What follows belongs to an exercise in optimizing a design on an open flow for small area; a production flow would make more cautious choices. In this exercise RTL edits were held to simulation tests only and were not proved equivalent to the original. The clock port is modelled as an ideal driver; clocking choices that lean on that would not hold on a real chip. Power and IR drop assume default switching activity.

north:
==> flow/design.v <==
package itbt_pkg;
   localparam int VALUE_WIDTH = 32;
   localparam int MAX_TRITS   = 21;
   localparam logic [4:0] S_FIRST = 5'd12;
   localparam logic [4:0] S_TOP   = 5'd22;
   localparam logic [31:0] T_POW = 32'h1173ba57;
   localparam logic [31:0] T_KA  = 32'h55010dff;
   localparam logic [31:0] T_KB  = 32'hf58831e5;
endpackage
module int_to_balanced_ternary_core (
   input  logic                                   clock,
   input  logic                                   reset,
   input  logic                                   start,
   output logic                                   busy,
   input  logic signed [itbt_pkg::VALUE_WIDTH-1:0] req_value,
   output logic                                   rsp_strobe,
   output logic signed [1:0]                      rsp_trit,
   output logic                                   rsp_last_trit
);
   logic [4:0]  pass_ff;
   logic [4:0]  bit_ff;
   logic [31:0] e_ff;
   logic [1:0]  acc_ff;         
   logic        gt_ff, le_ff;
   logic [1:0]  d_ff;           
   logic        started_ff;
   logic        first_bit, top_bit, idle, last, live, pass0, mul3;
   logic        a, q, k, gp, lp;
   logic [1:0]  acc;
   logic [2:0]  sum;
   logic        o, gt_in, le_in;
   assign first_bit = (bit_ff == itbt_pkg::S_FIRST);
   assign top_bit   = (bit_ff == itbt_pkg::S_TOP);
   assign idle      = (pass_ff == 5'd31);
   assign last      = (pass_ff == 5'd21);
   assign live      = (pass_ff <= 5'd21);
   assign pass0     = (pass_ff == 5'd0);
   assign mul3      = (pass_ff >= 5'd2);
   assign busy          = ~(idle & top_bit);
   assign rsp_strobe    = first_bit & live & (d_ff[0] | started_ff | last);
   assign rsp_trit      = d_ff;
   assign rsp_last_trit = last;
   assign a   = e_ff[0];
   assign q   = d_ff[0] & (first_bit | (itbt_pkg::T_POW[bit_ff] ^ ~d_ff[1]));
   assign acc = first_bit ? 2'd0 : acc_ff;
   assign sum = {2'b00, a} + {2'b00, q} + {1'b0, acc};
   assign o   = sum[0];
   assign k  = pass0 ? itbt_pkg::T_KA[bit_ff] : itbt_pkg::T_KB[bit_ff];
   assign gp = ~first_bit & gt_ff;
   assign lp = first_bit | le_ff;
   always_comb begin
      if (top_bit) begin
         gt_in = ~o & gp;
         le_in = o & lp;
      end else begin
         gt_in = (o & ~k) | (~(o ^ k) & gp);
         le_in = (~o & ~k) | ((o ^ k) & lp);
      end
   end
   always_ff @(posedge clock) begin
      if (reset) begin
         bit_ff  <= itbt_pkg::S_TOP;
         pass_ff <= 5'd31;
      end else begin
         bit_ff  <= {bit_ff[3:0], bit_ff[4] ^ bit_ff[2] ^ (bit_ff[3:0] == 4'd0)};
         pass_ff <= pass_ff + {4'd0, top_bit & (~idle | start)};
      end
   end
   always_ff @(posedge clock) begin
      acc_ff <= sum[2:1] + {1'b0, mul3 & a};
      gt_ff  <= gt_in;
      le_ff  <= le_in;
   end
   always_ff @(posedge clock) begin
      if (busy) begin
         e_ff   <= {o, e_ff[31:1]};
         if (top_bit) d_ff <= {le_in, gt_in | le_in};
         if (first_bit & d_ff[0]) started_ff <= 1'b1;
      end else begin
         e_ff       <= req_value;
         d_ff       <= 2'b00;
         started_ff <= 1'b0;
      end
   end
endmodule
Settings: LEC_CHECK=0, CAP_MARGIN=0, CORE_AREA=2 2 59 59, DIE_AREA=0 0 61 61, SLEW_MARGIN=0; clock period 10.0 ns.
standard.sh (not shown) runs the stock make flow with config.mk's settings and CLKGATE_MAP_FILE= SYNTH_SCRIPT=/design/flow/synth_recipe.tcl, a recipe that flattens the netlist after the stock synthesis.
==> flow/flow/run.sh <==
#!/bin/bash
# ORFS layout of the standard flow's config, with three changes:
# - synthesis maps the logic with area-oriented ABC scripts (flow/area*.abc, the same
#   script with four random seeds for ABC's &deepsyn), run side by side, and keeps the
#   smallest netlist; flip-flops are mapped before ABC, exactly as in the standard synthesis;
# - the port buffers are plain buf_1 cells;
# - before CTS the flip-flops are split into CLOCK_GROUPS groups, each clocked by one
#   CLOCK_ROOT_BUF buffer that the clock port drives (flow/clock.tcl), so CTS finds the
#   clock already buffered.
# Each tool's output goes to a log of its own.
set -euo pipefail
W=$(pwd)
export BUFFER_PORTS_ARGS="-buffer_cell sky130_fd_sc_hd__buf_1"
export CLOCK_ROOT_BUF=sky130_fd_sc_hd__clkbuf_8
export CLOCK_GROUPS=3
export PRE_CTS_TCL=$W/flow/clock.tcl
best=""
best_area=""
for s in 1 2 3 4; do
  sed -e "s#SYNTH_SCRIPT=[^ ]*#SYNTH_SCRIPT=$W/flow/synth_area.tcl#" \
      -e "s#WORK_HOME=[^ ]*#WORK_HOME=$W/trial$s#" standard.sh > synth_trial$s.sh
  AREA_ABC_SCRIPT=$W/flow/area$s.abc bash synth_trial$s.sh synth > synth_trial$s.log 2>&1 &
done
wait
for s in 1 2 3 4; do
  stat=$W/trial$s/reports/$FLOW_PLATFORM/int_to_balanced_ternary_core/base/synth_stat.txt
  [[ -f $stat ]] || continue
  a=$(awk '/Chip area for module/ {print $NF}' "$stat")
  echo "trial $s: synthesised area $a" >> synth_choice.log
  if [[ -z "$best" ]] || awk -v a="$a" -v b="$best_area" 'BEGIN {exit !(a < b)}'; then
    best=$s
    best_area=$a
  fi
done
echo "kept trial $best" >> synth_choice.log
mv "$W/trial$best" "$W/orfs"
for s in 1 2 3 4; do rm -rf "$W/trial$s"; done
bash standard.sh finish > layout.log 2>&1
Other scripts of this flow, unchanged in this note and not shown: flow/flow/area1.abc, flow/flow/area2.abc, flow/flow/area3.abc, flow/flow/area4.abc, flow/flow/clock.tcl, flow/flow/synth_area.tcl
Relative to north, the following input files were edited for south:
Settings: changing SLEW_MARGIN from 0 to 20; changing CAP_MARGIN from 0 to 20.
Findings:
- On clock share of power, south and north are basically level.
- Reported for south and north, sequential cell count turned out identical to the last digit.
- As far as distinct cell type count of the synthesized netlist is concerned, north and south perform about the same.
- south vs. north: setup slack of the critical path after layout essentially unchanged, aggregate negative setup slack about even.
- In terms of initial core utilization, south and north differ only marginally.
- On highest attainable clock frequency, north tracks south almost exactly.
- From south to north, number of instances on the worst hold path did not move at all.
- Re number of well taps: no difference whatsoever between north and south.

what the ideal ports hide:
The results above use ideal ports. As a check the final layouts listed here were re-extracted and re-timed, cells and wires unchanged. Step 1 (the two cells are an assumption about what drives the block):
set clk [get_ports {clock}]
set_driving_cell -lib_cell sky130_fd_sc_hd__clkbuf_16 $clk
set_driving_cell -lib_cell sky130_fd_sc_hd__buf_2 [delete_from_list [all_inputs] $clk]
Step 2 moves the port delays by t, midway between the first and last clock arrival at a register: inputs arrive t later, outputs are due t later. That takes back most of the time a late clock gives input paths. Three values: no drivers, after step 1, after step 2; two values: the first two.
| run | shift t [ns] | slack for setup (ns) | pins driven straight from the clock port |
|---|---|---|---|
| north | 0.192 | 5.555 / 5.512 / 5.704 | 3 |
| south | 0.192 | 5.555 / 5.512 / 5.704 | 3 |
After both steps every run listed still meets setup and hold.
